What follows belongs to an exercise in optimizing a design on an open flow for small area, a short achievable clock period and few clock cycles; a production flow would make more cautious choices. Where RTL was checked, it was by simulation tests only, not by an equivalence proof against the original. Function not checked in run 2: the RTL went through the layout flow alone. Power is estimated from default activity; no workload was simulated.

## flow/design.v (module list and top-level ports; edited modules follow where they fit)
// module requant_argmax_pipe: 1493 lines
module requant_argmax_pipe #(
  parameter int ACC_W       = 25,
  parameter int OUT_W       = 8,
  parameter int MULT_W      = 16,
  parameter int SHIFT_W     = 5,
  parameter int NUM_CLASSES = 10,
  parameter int IDX_W       = $clog2(NUM_CLASSES)
) (
  input  logic                     clk,
  input  logic                     rst_n,
  input  logic                     cfg_load,
  input  logic signed [ACC_W-1:0]  cfg_bias,
  input  logic        [MULT_W-1:0] cfg_mult,
  input  logic       [SHIFT_W-1:0] cfg_shift,
  input  logic                     cfg_round,
  input  logic signed [OUT_W-1:0]  cfg_offset,
  input  logic signed [OUT_W-1:0]  cfg_min,
  input  logic signed [OUT_W-1:0]  cfg_max,
  output logic                     busy,
  input  logic                     in_valid,
  output logic                     in_ready,
  input  logic signed [ACC_W-1:0]  in_data,
  input  logic                     in_last,
  output logic                     out_valid,
  input  logic                     out_ready,
  output logic signed [OUT_W-1:0]  out_data,
  output logic                     out_last,
  output logic                     argmax_valid,
  output logic        [IDX_W-1:0]  argmax_idx,
  output logic signed [OUT_W-1:0]  argmax_val
);
  // ...
==> flow/flow/run.sh <==
#!/bin/bash
# The standard ORFS layout (standard.sh), with two changes to how it is
# made: repair_timing aims for 8.2 ns of setup slack at the design's clock
# period, and the port buffers are buf_2.
set -euo pipefail
bash standard.sh SETUP_SLACK_MARGIN=8.2 "BUFFER_PORTS_ARGS=-buffer_cell sky130_fd_sc_hd__buf_2" finish > standard_flow.log 2>&1
==> flow/standard.sh <==
#!/bin/bash
# synth_recipe.tcl (not shown) runs the flow's synth.tcl, then flattens the netlist and writes it again
# the make line also repeats each setting of config.mk as NAME=value (left out here)
make -C /OpenROAD-flow-scripts/flow DESIGN_CONFIG=/design/flow/config.mk WORK_HOME=/design/flow/orfs CLKGATE_MAP_FILE= SYNTH_SCRIPT=/design/flow/synth_recipe.tcl "${@:-finish}"
==> flow/config.mk <==
export PLATFORM = sky130hd
export DESIGN_NAME = requant_argmax_pipe
export DESIGN_NICKNAME = requant_argmax_pipe
export VERILOG_FILES = /design/flow/design.v
export SDC_FILE = /design/flow/constraint.sdc
export NUM_CORES = 4
export LEC_CHECK = 0
export CAP_MARGIN = 20
export CORE_MARGIN = 2
export CORE_UTILIZATION = 40
export CTS_CLUSTER_DIAMETER = 80
export CTS_CLUSTER_SIZE = 25
export SLEW_MARGIN = 20
==> flow/constraint.sdc <==
create_clock -name core_clock -period 12.0 [get_ports {clk}]
set_input_delay 2.4000 -clock core_clock [delete_from_list [all_inputs] [get_ports {clk}]]
set_output_delay 2.4000 -clock core_clock [all_outputs]
set_load 0.01 [all_outputs]
==> metrics.md, run 1 <==
| Metric | Value |
|---|---|
| Status | `timing/DRC/antenna clean` |
| FF-to-FF Start | `pb_q[0]$_DFF_P_` |
| HP Start | `ld_q$_DFF_P_` |
| Fin Setup TNS | `0 ps` |
| Clock network power | `843 µW` |
| Clk_buf instances | `26` |
| XOR/XNOR Fraction of Synth Area | `0.0967` |
| Setup slack after layout | `8210 ps` |
| Nets | `3283` |
| Vias/cell | `between 5 and 6` |
| Post-synth cell types | `between 80 and 90` |
| First-pass DRT Iterations | `6` |
| FFs & Latches | `between 300 and 400` |
| P_comb | `approximately 3700 µW` |
| Number of port buffers | `126` |
| H-tree depth | `1` |
| Crit. path cell count | `17` |
| Remaining Overflow, GRT | `0` |
| Slew @ Worst Pin | `1010 ps` |
| Non-CTS buffers | `179` |
| Post-synthesis average cell area | `9.33 µm²` |
| Clk buf depth | `3` |
| Vias after detailed routing | `20869` |
| Kind of critical path | `reg2reg` |
| Synth Area in Adders | `0.221` |
| Inserted Clock Buffers | `22` |
| Post-route ant nets | `0` |
| CP startpoint | `pb_q[0]$_DFF_P_` |
| Most frequent cell after synthesis | `dfxtp_1` |
| Met3 wire len | `4900 µm` |
| Top FF cell, synth | `dfxtp_1` |
| TAP cells | `around 860` |
| Met1 track demand over resource | `0.271` |
| Final setup violating endpoints | `0` |
| Seq area share | `0.266` |
| Die height | `261 µm` |
| Crit-path leading delay family | `compound AO/OA/AOI/OAI gates` |
| Final slew viol count | `0` |
| Initial antenna violation count | `0` |
| Sequential power share | `0.284` |
| Worst reg-to-reg setup slack | `8210 ps` |
| DP Area | `0.0277 mm²` |
Testbench counts, summed over its fixed seeds: cycles 9,640.
==> inputs of run 2 (changes only) <==
--- a/flow/design.v
+++ b/flow/design.v
@@ -1173,17 +1173,17 @@
   assign pb = {mul_w390, mul_w388, mul_w386, mul_w384, mul_w382, mul_w380, mul_w378, mul_w376, mul_w374, mul_w372, mul_w370, mul_w368, mul_w366, mul_w364, mul_w362, mul_w360, mul_w358, mul_w356, mul_w354, mul_w352, mul_w350, mul_w348, mul_w346, mul_w344, mul_w342, mul_w340, mul_w338, mul_w336, mul_w334, mul_w332, mul_w330, mul_w328, mul_w326, mul_w324, mul_w322, mul_w320, mul_w318, mul_w316, mul_w314, mul_neg1, 1'b0, mul_neg0};
   logic signed [41:0] p;
   logic        [41:0] x0;
   logic        [25:0] x1;
   logic        [17:0] x2;
   logic        [13:0] x3;
   logic        [11:0] x4;
   logic        [10:0] x5;
-  logic        [31:0] dif, msk;
+  logic        [32:0] msk;
   logic               sg, fits_d;
   logic [41:0] cpa_g0, cpa_p0;
   assign cpa_g0 = pa_q & pb_q;
   assign cpa_p0 = pa_q ^ pb_q;
   logic cpa_G1; assign cpa_G1 = cpa_g0[1] | (cpa_p0[1] & cpa_g0[0]);
   logic cpa_G2; assign cpa_G2 = cpa_g0[3] | (cpa_p0[3] & cpa_g0[2]);
   logic cpa_P2; assign cpa_P2 = cpa_p0[3] & cpa_p0[2];
   logic cpa_G3; assign cpa_G3 = cpa_g0[5] | (cpa_p0[5] & cpa_g0[4]);
@@ -1356,19 +1356,18 @@
   always_comb begin
     sg     = p[41];
     x0     = {p[40:0], 1'b0};
     x1     = shift_q[4] ? x0[41:16] : x0[25:0];
     x2     = shift_q[3] ? x1[25:8] : x1[17:0];
     x3     = shift_q[2] ? x2[17:4] : x2[13:0];
     x4     = shift_q[1] ? x3[13:2] : x3[11:0];
     x5     = shift_q[0] ? x4[11:1] : x4[10:0];
-    dif    = p[40:9] ^ {32{sg}};
-    for (int j = 0; j < 32; j++) msk[j] = (5'(j) >= shift_q);
-    fits_d = ~|(dif & msk);
+    for (int j = 0; j < 33; j++) msk[j] = (6'(j) >= {1'b0, shift_q});
+    fits_d = (&(p[41:9] | ~msk)) || !(|(p[41:9] & msk));
   end
   logic signed [11:0] kx, hi_d, lo_d, hi_q, lo_q;
   logic               mm_q;
   logic        [8:0]  t9;
   logic               gt, lt, selmax, selmin;
   logic signed [7:0]  res;
   always_comb begin
     kx     = $signed({{3{offset_q[7]}}, offset_q, rc_q});
@@ -1394,100 +1393,106 @@
     sgn_q  <= sg;
     lu_q   <= lt_q;
     hi_q   <= hi_d;
     lo_q   <= lo_d;
     mm_q   <= min_q > max_q;
   end
   logic              rdy_q, busy_q;
   logic        [2:0] n_q, n_d;
-  logic              acc, dlv, ld_head, hv_q, hl_q, busy_d, rdy_d;
-  logic signed [7:0] hd_q;
-  logic        [8:0] buf_q [0:4];
-  logic        [2:0] rp_q, wp_q, bc_q;
-  logic              to_buf, from_buf;
-  logic        [8:0] bhead;
+  logic              acc, dlv, busy_d, rdy_d;
+  logic              ov_q, ol_q;
+  logic signed [7:0] od_q;
+  logic        [8:0] mem_q [0:5];
+  logic        [5:0] rp_q, wp_q;    
+  logic        [2:0] c_q;
+  logic        [8:0] rd0, rd1, newb, hnext;
+  logic        [5:0] rp1;
   assign in_ready  = rdy_q;
   assign busy      = busy_q;
-  assign out_valid = hv_q;
-  assign out_data  = hd_q;
-  assign out_last  = hl_q;
+  assign out_valid = ov_q;
+  assign out_data  = od_q;
+  assign out_last  = ol_q;
   always_comb begin
-    acc      = in_valid && rdy_q;
-    dlv      = hv_q && out_ready;
-    n_d      = n_q + 3'(acc) - 3'(dlv);
-    busy_d   = acc || (n_q > 3'd1) || ((n_q == 3'd1) && !dlv);
-    rdy_d    = (n_q < 3'd5) || ((n_q == 3'd5) && (dlv || !acc)) || ((n_q == 3'd6) && dlv && !acc);
-    ld_head  = dlv || !hv_q;
-    from_buf = ld_head && (bc_q != '0);
-    to_buf   = vu_q && !(ld_head && bc_q == '0);
-    bhead    = buf_q[rp_q];
+    acc    = in_valid && rdy_q;
+    dlv    = ov_q && out_ready;
+    n_d    = n_q + 3'(acc) - 3'(dlv);
+    busy_d = acc || (n_q > 3'd1) || ((n_q == 3'd1) && !dlv);
+    rdy_d  = (n_q < 3'd5) || ((n_q == 3'd5) && (dlv || !acc)) || ((n_q == 3'd6) && dlv && !acc);
+    rp1    = {rp_q[4:0], rp_q[5]};
+    rd0    = '0;
+    rd1    = '0;
+    for (int i = 0; i < 6; i++) begin
+      rd0 = rd0 | (mem_q[i] & {9{rp_q[i]}});
+      rd1 = rd1 | (mem_q[i] & {9{rp1[i]}});
+    end
+    newb   = {res, lu_q};
+    hnext  = dlv ? ((c_q >= 3'd2) ? rd1 : newb) : ((c_q >= 3'd1) ? rd0 : newb);
   end
   always_ff @(posedge clk) begin
     if (!rst_n) begin
       n_q    <= '0;
       rdy_q  <= 1'b1;
       busy_q <= 1'b0;
       vd_q   <= 1'b0;
       vs_q   <= 1'b0;
       vt_q   <= 1'b0;
       vu_q   <= 1'b0;
-      hv_q   <= 1'b0;
-      rp_q   <= '0;
-      wp_q   <= '0;
-      bc_q   <= '0;
+      ov_q   <= 1'b0;
+      rp_q   <= 6'd1;
+      wp_q   <= 6'd1;
+      c_q    <= '0;
     end else begin
       n_q    <= n_d;
       rdy_q  <= rdy_d;
       busy_q <= busy_d;
       vd_q   <= acc;
       vs_q   <= vd_q;
       vt_q   <= vs_q;
       vu_q   <= vt_q;
-      if (ld_head) hv_q <= (bc_q != '0) || vu_q;
-      if (from_buf) rp_q <= (rp_q == 3'd4) ? '0 : rp_q + 3'd1;
-      if (to_buf)   wp_q <= (wp_q == 3'd4) ? '0 : wp_q + 3'd1;
-      bc_q <= bc_q + 3'(to_buf) - 3'(from_buf);
+      ov_q   <= dlv ? ((c_q >= 3'd2) || vu_q) : ((c_q >= 3'd1) || vu_q);
+      if (dlv)  rp_q <= rp1;
+      if (vu_q) wp_q <= {wp_q[4:0], wp_q[5]};
+      c_q    <= c_q + 3'(vu_q) - 3'(dlv);
     end
   end
   always_ff @(posedge clk) begin
-    if (ld_head) begin
-      hd_q <= from_buf ? bhead[8:1] : res;
-      hl_q <= from_buf ? bhead[0] : lu_q;
-    end
-    if (to_buf) buf_q[wp_q] <= {res, lu_q};
+    od_q <= hnext[8:1];
+    ol_q <= hnext[0];
+    for (int i = 0; i < 6; i++)
+      if (vu_q && wp_q[i]) mem_q[i] <= newb;
   end
   logic                    hs, in_win, take;
   logic        [CW-1:0]    cnt_q, cnt_d;
   logic        [IDX_W-1:0] cand_idx_q, cand_idx_d, am_idx_q;
   logic signed [OUT_W-1:0] cand_val_q, cand_val_d, am_val_q;
   logic                    am_valid_q;
   assign argmax_valid = am_valid_q;
   assign argmax_idx   = am_idx_q;
   assign argmax_val   = am_val_q;
   always_comb begin
-    hs         = hv_q && out_ready;
+    hs         = ov_q && out_ready;
     in_win     = cnt_q < CW'(NUM_CLASSES);
-    take       = hs && in_win && (cnt_q == '0 || hd_q > cand_val_q);
+    take       = hs && in_win && (cnt_q == '0 || od_q > cand_val_q);
     cand_idx_d = take ? cnt_q[IDX_W-1:0] : cand_idx_q;
-    cand_val_d = take ? hd_q : cand_val_q;
-    cnt_d      = !hs ? cnt_q : hl_q ? '0 : in_win ? cnt_q + CW'(1) : cnt_q;
+    cand_val_d = take ? od_q : cand_val_q;
+    cnt_d      = !hs ? cnt_q : ol_q ? '0 : in_win ? cnt_q + CW'(1) : cnt_q;
   end
   always_ff @(posedge clk) begin
     if (!rst_n) begin
       cnt_q      <= '0;
       cand_idx_q <= '0;
       cand_val_q <= OMIN;
       am_valid_q <= 1'b0;
       am_idx_q   <= '0;
       am_val_q   <= OMIN;
     end else begin
       cnt_q      <= cnt_d;
       cand_idx_q <= cand_idx_d;
       cand_val_q <= cand_val_d;
-      am_valid_q <= hs && hl_q;
-      if (hs && hl_q) begin
+      am_valid_q <= hs && ol_q;
+      if (hs && ol_q) begin
         am_idx_q <= cand_idx_d;
         am_val_q <= cand_val_d;
       end
     end
   end
 endmodule
==> flow/flow/run.sh (replaced) <==
#!/bin/bash
# The standard ORFS layout (standard.sh), with two changes to how it is
# made: repair_timing aims for 8.5 ns of setup slack at the design's clock
# period, and the port buffers are buf_2.
set -euo pipefail
bash standard.sh SETUP_SLACK_MARGIN=8.5 "BUFFER_PORTS_ARGS=-buffer_cell sky130_fd_sc_hd__buf_2" finish > standard_flow.log 2>&1
==> run 2 against run 1 <==
Effect of this change:
- routed wire length increased by 3.0%
- utilization increased by 1.1 points
- combinational power increased by 3%
- sequential power about the same
- worst setup slack got worse by 55 ps
- critical path depth decreased by 3
- hold slack got worse by 1.3 ps
- cell count increased by 1.5%
- clock power increased by about 10%
- critical endpoint is now u_q[9]$_DFF_P_
- largest power group unchanged
- highest routed layer is now met5
==> metrics.md, run 2 <==
| Metric | Value |
|---|---|
| Status | `timing/DRC/antenna clean (unchanged)` |
| Setup crit end kind | `flip-flop (unchanged)` |
| Synthesized area | `0.0268 mm² (was 0.0263 mm²)` |
| Initial antenna violation count | `5 (was 0)` |
| First-pass GRT wire length | `122000 µm (was 119000 µm)` |
| Pleak | `0.0124 µW (was 0.0122 µW)` |
| CP Max Fanout | `4 (was 3)` |
| CP Cell Sequence | `ha_1 > a211oi_4 > o211ai_2 > nand4_1 > a211o_2 > buf_4 > buf_4 > a21oi_2 > nor2_1 > xor2_1 > a221oi_2 > a2111oi_2 > a211oi_2 > mux2_4 (was ha_4 > ha_4 > a211oi_4 > o21ai_2 > a21o_1 > nand2_1 > nand2_1 > fa_2 > xor2_4 > buf_4 > a31oi_1 > nand3_1 > a21oi_1 > o311ai_1 > a2111oi_1 > a41oi_1 > nor3_2)` |
| Largest register FFs | `54 (was 45)` |
| Mapped Cells | `2867 (was 2823)` |
| Remaining Overflow, GRT | `0 (unchanged)` |
| Vias/cell | `5.73 (was 5.63)` |
| Initial drt markers | `1667 (was 1739)` |
| Die Width | `263 µm (was 261 µm)` |
| Syn_nets | `3324 (was 3282)` |
| Wire length per cell | `20.6 µm (was 20.3 µm)` |
| FF/Latch Area | `0.00802 mm² (was 0.00771 mm²)` |
| Power Density | `219 mW/mm² (about the same)` |
| Core Region | `0.0661 mm² (was 0.0655 mm²)` |
| Synth cell count leaders | `dfxtp_1 (315), nand2_1 (261), inv_1 (256), a22oi_1 (255), fa_1 (179) (was dfxtp_1 (303), inv_1 (271), nand2_1 (241), a22oi_1 (200), fa_1 (179))` |
| N_diodes | `0 (unchanged)` |
| Nets | `3337 (was 3283)` |
| Slew @ Worst Pin | `1070 ps (was 1010 ps)` |
| Number of synthesized register bits | `369 (was 357)` |
| Final setup violating endpoints | `0 (unchanged)` |
| DP Area | `0.0281 mm² (was 0.0277 mm²)` |
| Largest regs | `mem_q: 54 flops, pa_q: 42 flops, pb_q: 41 flops (was buf_q: 45 flops, pa_q: 42 flops, pb_q: 41 flops)` |
| Vias after detailed routing | `21522 (was 20869)` |
| Setup slack after layout | `8150 ps (was 8210 ps)` |
| Final Non-Filler Cells | `3758 (was 3704)` |
| Post-synth cell types | `97 (was 82)` |
| Kind of critical path | `reg2reg (unchanged)` |
| Layout cells sized above 1 | `0.150 (was 0.121)` |
| Commonest cells after routing, fill and taps aside | `dfxtp_1 (266), nand2_1 (255), a22oi_1 (254), inv_1 (251), fa_1 (175) (was dfxtp_1 (286), inv_1 (265), nand2_1 (236), a22oi_1 (200), fa_1 (174))` |
| Rows | `94 (unchanged)` |
| Final period util | `0.321 (was 0.316)` |
| Clk buf depth | `3 (unchanged)` |
| Crit. path cell count | `14 (was 17)` |
| Top post-synthesis cells by area | `dfxtp_1 (23%), fa_1 (13%), ha_1 (8.2%), a22oi_1 (7.1%), edfxtp_1 (6.0%) (was dfxtp_1 (23%), fa_1 (14%), ha_1 (8.5%), edfxtp_1 (6.2%), xnor2_1 (5.8%))` |
| Fin Setup TNS | `0 ps (unchanged)` |
| Largest net degree at the start of global routing | `122 (was 100)` |
| Detailed-route wire length | `77400 µm (was 75100 µm)` |
| Yosys top cell by area | `dfxtp_1 (unchanged)` |
| Clk root buf | `clkbuf_16 (unchanged)` |
| Die height | `263 µm (was 261 µm)` |
| Fmax | `260 MHz (was 264 MHz)` |
| Commonest non-fill, non-tap cell in the layout | `dfxtp_1 (unchanged)` |
| Layout Skew | `21.7 ps (was 19.1 ps)` |
| CTS clk-pin slew, worst paths | `90 ps (about the same)` |
| Largest register by flop count | `mem_q (was buf_q)` |
| Fin crit period | `3850 ps (was 3790 ps)` |
| Max VDD drop | `0.130 mV (was 0.105 mV)` |
| Critical Path RT | `12460 ps (was 12480 ps)` |
| Most frequent cell after synthesis | `dfxtp_1 (unchanged)` |
| First-pass DRT Iterations | `6 (unchanged)` |
| Area of the multi-input gates | `0.0178 mm² (was 0.0174 mm²)` |
| Post-synth ARST share | `0 (unchanged)` |
| Hpwl dp | `53700 µm (about the same)` |
| Vias in the first global route | `22121 (was 21624)` |
| Effective utilization at floorplan | `0.406 (was 0.402)` |
| Number of port buffers | `126 (unchanged)` |
| Post-route DRC | `0 (unchanged)` |
| Post-synthesis average cell area | `9.36 µm² (was 9.33 µm²)` |
| Total track usage | `0.217 (was 0.220)` |
| CTS tree | `built (unchanged)` |
| Share of the synthesized area in the top cell type | `0.235 (was 0.230)` |
| H-tree depth | `1 (unchanged)` |
| Max Cap Viol | `0 (unchanged)` |
| Critical Path Most Common Cell | `buf_4` |
| Area growth syn-to-layout | `11.6% (was 10.1%)` |
| Slowest stage delay, CP | `470 ps (was 440 ps)` |
| Die area | `0.0692 mm² (was 0.0679 mm²)` |
| Inserted Clock Buffers | `22 (unchanged)` |
| IO Pins | `127 (unchanged)` |
| Worst slack, placed | `7740 ps (was 7690 ps)` |
| Sequential area share after synthesis | `0.295 (was 0.292)` |
| Worst R2R Path Depth | `14 (was 17)` |
| Clock latency (worst-skew pair) | `580 ps (was 550 ps)` |
| Post-route ant nets | `0 (unchanged)` |
| CP Buf/Inv Count | `2 (was 1)` |
| Critical-path top delay cell | `a2111oi_2 (was a2111oi_1)` |
| Top FF cell, synth | `dfxtp_1 (unchanged)` |
| RSZ-0062 raised after global routing | `true (unchanged)` |
| Gp weighted congestion | `0.888 (was 0.920)` |
| Rel. slew slack | `0.289 (was 0.324)` |
| Synth warn | `2 (was 1)` |
| Final instance area | `0.0300 mm² (was 0.0290 mm²)` |
| Hold Path Class | `reg2reg (unchanged)` |
| Final slew viol count | `0 (unchanged)` |
| WP data arrival | `4310 ps (was 4270 ps)` |
| Hold Path Depth | `0 (unchanged)` |
| Dpl cells | `3682 (was 3644)` |
| Fin. Hold Viols | `0 (unchanged)` |
| EDFF count, synth | `54 (unchanged)` |
| Startpoint Class | `flip-flop (unchanged)` |
| FILL cells | `6362 (was 6180)` |
| CTS Hold Bufs | `0 (unchanged)` |
| Clock Sinks | `369 (was 357)` |
| Crit-path leading delay family | `compound AO/OA/AOI/OAI gates (unchanged)` |
==> run 2: changes by cell type after synthesis, moves of 8 or more <==
cell	previous run	this run
dfxtp_1	303	315
o221ai_1	10	2
or2_2	0	8
mux4_2	14	6
mux2i_1	55	33
o21ai_0	99	91
inv_1	271	256
a211oi_1	16	27
nand2_1	241	261
a22oi_1	200	255
a21oi_1	101	69
a311oi_1	2	11
clkbuf_8	0	8
==> run 2: cell type report <==
class                   instances  area share
inverters                     259      0.0326
repair buffers                194      0.0424
clock inverters                13     0.00869
multi-input cells            2034       0.593
clock buffers                  25      0.0188
well taps                     864      0.0361
flip-flops and latches        369       0.268
==> run 2: worst reg2reg max path: stages, from the launching register on <==
cell and delay [ps]:
dfxtp_1 330, ha_1 340, a211oi_4 80, o211ai_2 250
nand4_1 230, a211o_2 420, buf_4 140, buf_4 130
a21oi_2 220, nor2_1 90, xor2_1 450, a221oi_2 220
a2111oi_2 470, a211oi_2 80, mux2_4 280
==> run 2: repair_timing <==
action / in CTS / in global routing
resized for setup: 100 / 93
gates cloned: 0 / 3
setup endpoints to repair: 122 / 118
pin swaps: 16 / 36
setup buffers: 21 / 14
==> run 2: path summary, 6_finish.rpt <==
| path | slack, ps | end | start |
|---|---|---|---|
| worst max-delay path | 8150 | u_q[9]$_DFF_P_ | pa_q[2]$_DFF_P_ |
| worst min register to register | 330 | lt_q$_DFF_P_ | ls_q$_DFF_P_ |
| worst max register to register | 8150 | u_q[9]$_DFF_P_ | pa_q[2]$_DFF_P_ |
| worst min-delay path | 330 | lt_q$_DFF_P_ | ls_q$_DFF_P_ |
==> run 2: cells by family after synthesis <==
group	Yosys count	synth area share
xor gates and xnor gates	283	0.0926
AOI/OAI and AO/OA	748	0.201
buffers and inverters	465	0.0683
muxes	50	0.0220
and+or+nand+nor	597	0.105
adders and majority gates	355	0.216
DFF	369	0.295
==> run 2: per-layer routing <==
metal  vias up  wire (µm)  GRT usage
li1       9917          -          -
met1     10558      32600      0.278
met2       846      37100      0.377
met3       197       5170     0.0303
met4         4       2530     0.0703
met5         -         14          0
==> run 2: metrics by stage <==
step / total power, µW / hold WS [ps] / util
floorplan: 4220 / 310 / -
global placement: 5260 / 315 / 0.424
detailed placement: 5330 / 314 / 0.424
CTS: 6410 / 336 / 0.444
global route: 7080 / 342 / 0.453
finish: 6550 / 334 / 0.453
==> run 2: where the power goes <==
group	leakage [µW]	total [µW]	internal, µW	switching (µW)
Clock	0.000395	928	465	462
Sequential	0.00310	1820	1560	257
Combinational	0.00886	3800	1600	2200
Total	0.0124	6550	3630	2920

## afterwards: timing with drivers on the ports
In the flow no input, the clock included, has a driving cell. The finished layouts below were timed again as built, in two steps.
Step 1, drivers: a clkbuf_16 drives clk and a buf_2 each remaining input, both assumed.
Step 2 times the ports against the registers' clock, not the clock port: input delays grow and output delays shrink by t, the midpoint of the rising clock arrivals with the driver on.
a / b / c = no drivers / after step 1 / after step 2; a / b = the first two.
| run | t, ns | setup slack, ns | hold slack, ns | worst setup path at the end | pins driven straight from the clock port |
|---|---|---|---|---|---|
| run 1 | 0.605 | 8.208 / 8.208 / 7.758 | 0.335 / 0.335 / 0.335 | input to register | 1 |
| run 2 | 0.627 | 8.153 / 8.153 / 7.985 | 0.334 / 0.334 / 0.334 | input to register | 1 |
After both steps every run listed still meets setup and hold. The setup slack of run 1, which loses most, moves by 0.000 ns with the drivers and by -0.450 ns with both steps.
